This design comes from an exercise in tuning for small area and a short achievable clock period on the open sky130 flow, not from production work.
The RTL was checked by simulation tests, not by an equivalence proof against the original design.

// awgn_gen
module awgn_gen (
	input  wire logic clk,
	input  wire logic rst_n,
	input  wire logic run,
	input  wire logic [snr_pkg::snr_width-1:0] snr_db,
	input  wire logic snr_load,
	output logic signed [awgn_pkg::sample_width-1:0] awgn_out,
	output logic signed [awgn_pkg::quant_width-1:0] awgn_out_quant,
	output logic signed [snr_pkg::noise_width-1:0] noise_out,
	output logic sample_valid,
	output logic snr_err
);
	logic step;
	logic stepped;
	logic [snr_pkg::snr_width-1:0] snr_idx;
	logic [awgn_pkg::num_sources-1:0] fa, fac;
	awgn_ctrl awgn_ctrl_i (
		.clk          (clk),
		.rst_n        (rst_n),
		.run          (run),
		.snr_db       (snr_db),
		.snr_load     (snr_load),
		.step         (step),
		.stepped      (stepped),
		.snr_idx      (snr_idx),
		.sample_valid (sample_valid),
		.snr_err      (snr_err)
	);
	uniform_bank uniform_bank_i (
		.clk   (clk),
		.rst_n (rst_n),
		.step  (step),
		.fa    (fa),
		.fac   (fac)
	);
	clt_sum clt_sum_i (
		.clk      (clk),
		.rst_n    (rst_n),
		.fa       (fa),
		.fac      (fac),
		.stepped  (stepped),
		.sum_word (awgn_out)
	);
	noise_scale noise_scale_i (
		.clk     (clk),
		.rst_n   (rst_n),
		.sum_word(awgn_out),
		.snr_idx (snr_idx),
		.quant   (awgn_out_quant),
		.noise   (noise_out)
	);
endmodule
Settings: LEC_CHECK=0, CAP_MARGIN=20, CORE_MARGIN=2, CORE_UTILIZATION=60, CTS_BUF_LIST=sky130_fd_sc_hd__clkbuf_4 sky130_fd_sc_hd__clkbuf_8, CTS_CLUSTER_SIZE=30, SETUP_SLACK_MARGIN=5.0, SLEW_MARGIN=20, SYNTH_MEMORY_MAX_BITS=16384; clock period 7.5 ns.
standard.sh (not shown) runs the stock make flow with config.mk's settings and CLKGATE_MAP_FILE= SYNTH_SCRIPT=/design/flow/synth_recipe.tcl, a recipe that flattens the netlist after the stock synthesis.
==> flow/flow/run.sh <==
#!/bin/bash
# Standard layout, with the port buffers made from buf_2 cells instead of
# the default pick (a slow delay buffer). Each tool's output goes to a log here.
set -euo pipefail
export BUFFER_PORTS_ARGS="-buffer_cell sky130_fd_sc_hd__buf_1"
bash standard.sh > standard_make.log 2>&1
==> next run, changes <==
--- a/flow/flow/run.sh
+++ b/flow/flow/run.sh
@@ -5 +5 @@
-export BUFFER_PORTS_ARGS="-buffer_cell sky130_fd_sc_hd__buf_1"
+export BUFFER_PORTS_ARGS="-buffer_cell sky130_fd_sc_hd__buf_2"
--- a/flow/config.mk
+++ b/flow/config.mk
@@ -13 +13 @@
-export SETUP_SLACK_MARGIN = 5.0
+export SETUP_SLACK_MARGIN = 4.8
After rerunning: The new run produced a clean layout. Clock skew shrinks by 0.0075 ns. Final cell count falls by 5.8%. Worst setup slack is worse by 0.072 ns. Sequential share of layout area rose by 2.3 points. Clock-buffer cell count climbs by 1. Cell area went down by 10%. Routed wire length is lower by 10%. Die area does not change. Global-route usage came out lower by 3.3 points.
==> next run, changes <==
==> flow/flow/run.sh (replaced) <==
#!/bin/bash
# Standard synthesis, then the combinational logic is mapped again by ABC
# with a delay target (registers and tie cells are kept as they are, same
# instances, names and cells), then the standard layout from floorplan on.
# Port buffers are buf_1 cells. Each tool's output goes to a log here.
set -euo pipefail
here=$(pwd)
export BUFFER_PORTS_ARGS="-buffer_cell sky130_fd_sc_hd__buf_1"
YOSYS=${FLOW_HOME}/../tools/install/yosys/bin/yosys
PLAT=${FLOW_HOME}/platforms/${FLOW_PLATFORM}
LIB=${PLAT}/lib/sky130_fd_sc_hd__tt_025C_1v80.lib
RES=${here}/orfs/results/${FLOW_PLATFORM}/awgn_gen/base

bash standard.sh synth > standard_synth.log 2>&1

cp "${RES}/1_2_yosys.v" "${here}/synth_standard.v"
DONT_USE=$(sed -n '/DONT_USE_CELLS += /,/^$/p' "${PLAT}/config.mk" | tr -d '\\' | tr ' ' '\n' | grep '^sky130' | sed 's/^/-dont_use /' | tr '\n' ' ')
printf 'set_driving_cell sky130_fd_sc_hd__buf_1\nset_load 5\n' > "${here}/remap.constr"
cat > "${here}/remap.ys" <<EOY
read_liberty -ignore_miss_func ${LIB}
read_verilog ${here}/synth_standard.v
hierarchy -top ${FLOW_TOP}
setattr -mod -set keep_hierarchy 1 sky130_fd_sc_hd__*df* sky130_fd_sc_hd__*dl* sky130_fd_sc_hd__conb_1
flatten
opt -purge
abc -script ${here}/flow/remap.abc -liberty ${LIB} ${DONT_USE} -constr ${here}/remap.constr -D 1400
opt_clean -purge
hilomap -singleton -hicell sky130_fd_sc_hd__conb_1 HI -locell sky130_fd_sc_hd__conb_1 LO
splitnets
opt_clean -purge
insbuf -buf sky130_fd_sc_hd__buf_4 A X
opt_clean -purge
select ${FLOW_TOP}
write_verilog -noattr -nohex -nodec -selected ${here}/synth_remapped.v
stat -liberty ${LIB}
EOY
"${YOSYS}" -s "${here}/remap.ys" > remap_yosys.log 2>&1

# the registers must be the standard synthesis's, instance for instance
grep -E '^\s+sky130_fd_sc_hd__(\S*df\S*|\S*dl\S*) ' "${here}/synth_standard.v" | sort > flops_standard.txt
grep -E '^\s+sky130_fd_sc_hd__(\S*df\S*|\S*dl\S*) ' "${here}/synth_remapped.v" | sort > flops_remapped.txt
if ! cmp -s flops_standard.txt flops_remapped.txt || grep -q '^\s*assign ' "${here}/synth_remapped.v"; then
	echo "remap changed the registers or left assigns; using the standard netlist" >> remap_yosys.log
else
	cp "${here}/synth_remapped.v" "${RES}/1_2_yosys.v"
	rm -f "${RES}/1_synth.odb" "${RES}/1_synth.sdc"
fi

bash standard.sh > standard_make.log 2>&1
==> flow/flow/remap.abc (new file) <==
strash
dch -f
map -D 1400
topo
buffer -p
upsize -D 1400
dnsize -D 1400
After rerunning:
- The new run finished with timing, DRC and antenna clean
- worst hold slack is worse by 0.0048 ns
- count of clock-buffer cells in the layout drops by 1
- register-to-register slack improves by 0.17 ns
- wire length decreases by a few percent
==> next run, changes <==
--- a/flow/config.mk
+++ b/flow/config.mk
@@ -13 +13 @@
-export SETUP_SLACK_MARGIN = 4.8
+export SETUP_SLACK_MARGIN = 5.0
Outcome: The new run produced a clean layout. Area after synthesis is unchanged. Sequential share of layout area shrinks by 1.6 points. Critical path depth is higher by 1. Hold slack barely changes. Synthesized cell count is unchanged. Register-to-register slack is better by 0.08 ns. Maximum frequency goes up by a few percent. Setup slack improved by 0.089 ns.

-- re-timing with driven ports --
No port has a modelled driver above. Below, the same layouts with a new extraction and two added sets of constraints. Step 1 (the two cells are an assumption about what drives the block):
set clk [get_ports {clk}]
set_driving_cell -lib_cell sky130_fd_sc_hd__clkbuf_16 $clk
set_driving_cell -lib_cell sky130_fd_sc_hd__buf_2 [delete_from_list [all_inputs] $clk]
Step 2 also shifts input and output timing later by t, the mid clock arrival at the registers, as if the neighbouring blocks saw the same clock. Slacks: ideal / step 1 / step 2; pairs: ideal / step 1.
run	shift t [ns]	slack for setup (ns)	latest minus earliest clock arrival (ns)	worst register clock-pin slew, ns
the first run	0.422	4.915 / 4.895 / 4.765	0.022 / 0.022	0.11 / 0.11
the second run	0.417	4.843 / 4.804 / 4.845	0.019 / 0.019	0.10 / 0.10
the third run	0.425	4.845 / 4.807 / 4.702	0.012 / 0.012	0.11 / 0.11
the fourth run	0.430	4.934 / 4.893 / 4.758	0.011 / 0.011	0.10 / 0.10
After both steps every run listed still meets setup and hold. The setup slack of the fourth run, which loses most, moves by -0.041 ns with the drivers and by -0.176 ns with both steps.
